What follows belongs to an exercise in optimizing a design on an open flow for small area; a production flow would make more cautious choices. Function was checked by simulation only, so behaviour that the tests miss may differ from the original. Power is estimated from default activity; no workload was simulated.

==> flow/design.v (excerpt) <==
module reg_file_2r1w #(
  parameter int N      = 32,
  parameter int ADDR_W = 5
) (
  input  logic              clk,
  input  logic              rst,
  input  logic [ADDR_W-1:0] rd_addr0,
  input  logic [ADDR_W-1:0] rd_addr1,
  output logic [N-1:0]      rd_data0,
  output logic [N-1:0]      rd_data1,
  input  logic              wr_ena,
  input  logic [ADDR_W-1:0] wr_addr,
  input  logic [N-1:0]      wr_data
);
  localparam int NREG = 2 ** ADDR_W;
  logic [N-1:0]    regs_q [1:NREG-1];
  logic [3:0]      whi;
  logic [3:0]      ahi;
  logic [7:0]      wlo;
  logic [NREG-1:1] wr_en;
  logic [N-1:0]    wr_val;
  logic            wr_act;
  logic            nrst;
  logic [NREG-1:1] nwact;
  logic [NREG-1:0] sel0;
  logic [NREG-1:0] sel1;
  always_comb begin
    wr_act = wr_ena && !rst;
    nrst   = !rst;
    for (int j = 0; j < 4; j++) begin
      whi[j] = wr_ena && (wr_addr[4:3] == 2'(j));
      ahi[j] = wr_act && (wr_addr[4:3] == 2'(j));
    end
    for (int k = 0; k < 8; k++) wlo[k] = (wr_addr[2:0] == 3'(k));
  end
  for (genvar b = 0; b < N; b++) begin : g_wval
    rf_and2 u_wval (.a(wr_data[b]), .b(nrst), .y(wr_val[b]));
  end
  for (genvar i = 1; i < NREG; i++) begin : g_wen
    rf_ao21  u_wen (.a1(whi[i / 8]), .a2(wlo[i % 8]), .b1(rst), .y(wr_en[i]));
    rf_nand2 u_act (.a(ahi[i / 8]), .b(wlo[i % 8]), .y(nwact[i]));
  end
  always_ff @(posedge clk) begin
    for (int i = 1; i < NREG; i++) begin
  ...
==> module rf_and2, before the edit <==
module rf_and2 (
  input  logic a, b,
  output logic y
);
  assign y = a && b;
endmodule
==> module reg_file_2r1w, before the edit <==
module reg_file_2r1w #(
  parameter int N      = 32,
  parameter int ADDR_W = 5
) (
  input  logic              clk,
  input  logic              rst,
  input  logic [ADDR_W-1:0] rd_addr0,
  input  logic [ADDR_W-1:0] rd_addr1,
  output logic [N-1:0]      rd_data0,
  output logic [N-1:0]      rd_data1,
  input  logic              wr_ena,
  input  logic [ADDR_W-1:0] wr_addr,
  input  logic [N-1:0]      wr_data
);
  localparam int NREG = 2 ** ADDR_W;
  logic [N-1:0]    regs_q [1:NREG-1];
  logic [3:0]      whi;
  logic [3:0]      ahi;
  logic [7:0]      wlo;
  logic [NREG-1:1] wr_en;
  logic [N-1:0]    wr_val;
  logic            wr_act;
  logic            nrst;
  logic [NREG-1:1] nwact;
  logic [NREG-1:0] sel0;
  logic [NREG-1:0] sel1;
  always_comb begin
    wr_act = wr_ena && !rst;
    nrst   = !rst;
    for (int j = 0; j < 4; j++) begin
      whi[j] = wr_ena && (wr_addr[4:3] == 2'(j));
      ahi[j] = wr_act && (wr_addr[4:3] == 2'(j));
    end
    for (int k = 0; k < 8; k++) wlo[k] = (wr_addr[2:0] == 3'(k));
  end
  for (genvar b = 0; b < N; b++) begin : g_wval
    rf_and2 u_wval (.a(wr_data[b]), .b(nrst), .y(wr_val[b]));
  end
  for (genvar i = 1; i < NREG; i++) begin : g_wen
    rf_ao21  u_wen (.a1(whi[i / 8]), .a2(wlo[i % 8]), .b1(rst), .y(wr_en[i]));
    rf_nand2 u_act (.a(ahi[i / 8]), .b(wlo[i % 8]), .y(nwact[i]));
  end
  always_ff @(posedge clk) begin
    for (int i = 1; i < NREG; i++) begin
      if (wr_en[i]) regs_q[i] <= wr_val;
    end
  end
  rf_rd_dec u_dec0 (.rd_addr(rd_addr0), .wr_addr(wr_addr), .wr_act(wr_act), .nwact(nwact), .sel(sel0));
  rf_rd_dec u_dec1 (.rd_addr(rd_addr1), .wr_addr(wr_addr), .wr_act(wr_act), .nwact(nwact), .sel(sel1));
  for (genvar b = 0; b < N; b++) begin : g_bit
    logic [NREG-1:0] col;
    always_comb begin
      col[0] = wr_data[b];
      for (int i = 1; i < NREG; i++) col[i] = regs_q[i][b];
    end
    rf_rd_bit u_rd0 (.sel(sel0), .d(col), .y(rd_data0[b]));
    rf_rd_bit u_rd1 (.sel(sel1), .d(col), .y(rd_data1[b]));
  end
endmodule
Settings: LEC_CHECK=0, CAP_MARGIN=20, CORE_MARGIN=2, CORE_UTILIZATION=55, CTS_BUF_LIST=sky130_fd_sc_hd__clkbuf_4, PLACE_DENSITY=0.65, SETUP_SLACK_MARGIN=0.3, SLEW_MARGIN=20, SYNTH_HIERARCHICAL=1; clock period 6.0 ns.
standard.sh (not shown) runs the stock make flow with config.mk's settings and CLKGATE_MAP_FILE= SYNTH_SCRIPT=/design/flow/synth_recipe.tcl, a recipe that flattens the netlist after the stock synthesis.
==> flow/flow/run.sh <==
#!/bin/bash
# Own layout flow: the standard ORFS flow (standard.sh, unchanged synthesis) with
#  * port buffers of the smallest plain buffer instead of the default delay-cell buffers;
#  * clock tree synthesis without dummy loads, built from small clock buffers.
# Each tool's full output is kept in ORFS's own logs under orfs/logs; make's output goes to
# flow_make.log here.
set -euo pipefail
export BUFFER_PORTS_ARGS="-buffer_cell sky130_fd_sc_hd__buf_1"
export CTS_ARGS="-sink_clustering_enable -repair_clock_nets -dont_use_dummy_load -sink_clustering_size 10 -sink_clustering_max_diameter 35 -buf_list {sky130_fd_sc_hd__clkbuf_4}"
bash standard.sh finish > flow_make.log 2>&1
The baseline passed the timing, design-rule and antenna checks.
Rerun with:
--- a/flow/design.v
+++ b/flow/design.v
@@ -32,14 +32,8 @@
   input  logic a1, a2, b1,
   output logic y
 );
   assign y = (a1 && a2) || b1;
-endmodule
-module rf_and2 (
-  input  logic a, b,
-  output logic y
-);
-  assign y = a && b;
 endmodule
 module rf_and3 (
   input  logic a, b, c,
   output logic y
@@ -105,23 +99,19 @@
   logic [7:0]      wlo;
   logic [NREG-1:1] wr_en;
   logic [N-1:0]    wr_val;
   logic            wr_act;
-  logic            nrst;
   logic [NREG-1:1] nwact;
   logic [NREG-1:0] sel0;
   logic [NREG-1:0] sel1;
   always_comb begin
     wr_act = wr_ena && !rst;
-    nrst   = !rst;
+    wr_val = rst ? '0 : wr_data;
     for (int j = 0; j < 4; j++) begin
       whi[j] = wr_ena && (wr_addr[4:3] == 2'(j));
       ahi[j] = wr_act && (wr_addr[4:3] == 2'(j));
     end
     for (int k = 0; k < 8; k++) wlo[k] = (wr_addr[2:0] == 3'(k));
-  end
-  for (genvar b = 0; b < N; b++) begin : g_wval
-    rf_and2 u_wval (.a(wr_data[b]), .b(nrst), .y(wr_val[b]));
   end
   for (genvar i = 1; i < NREG; i++) begin : g_wen
     rf_ao21  u_wen (.a1(whi[i / 8]), .a2(wlo[i % 8]), .b1(rst), .y(wr_en[i]));
     rf_nand2 u_act (.a(ahi[i / 8]), .b(wlo[i % 8]), .y(nwact[i]));
The new run went through all stages and came out clean.
Non-clock buffer count goes up by 25.
Setup slack gains 0.068 ns.
Die area barely changes.
Cell area goes up by 0.97%.
Combinational power hardly moves.
Sequential share of layout area goes down by 0.66 points.
Global-route usage goes up by 0.56 points.
Worst hold slack loses 0.14 ns.
Core utilization goes up by 0.48 points.
Power is about the same.
Final cell count goes up by 0.73%.
Fmax goes up by 1.2%.
Via count stays flat.
Sequential power hardly moves.

==> what the ideal ports hide <==
In the flow no input, the clock included, has a driving cell. The finished layouts below were timed again as built, in two steps. Step 1 (the two cells are an assumption about what drives the block):
set clk [get_ports {clk}]
set_driving_cell -lib_cell sky130_fd_sc_hd__clkbuf_16 $clk
set_driving_cell -lib_cell sky130_fd_sc_hd__buf_2 [delete_from_list [all_inputs] $clk]
Step 2 moves the port delays by t, midway between the first and last clock arrival at a register: inputs arrive t later, outputs are due t later. That takes back most of the time a late clock gives input paths. Slacks: ideal / step 1 / step 2; pairs: ideal / step 1.
| run | t, ns | setup WS [ns] | worst data-port slew with drivers (ns) |
|---|---|---|---|
| the first run | 1.073 | 0.259 / 0.234 / 0.234 | 0.06 |
| the second run | 1.039 | 0.327 / 0.295 / 0.295 | 0.11 |
After both steps every run listed still meets setup and hold. The setup slack of the second run, which loses most, moves by -0.032 ns with the drivers and by -0.032 ns with both steps.
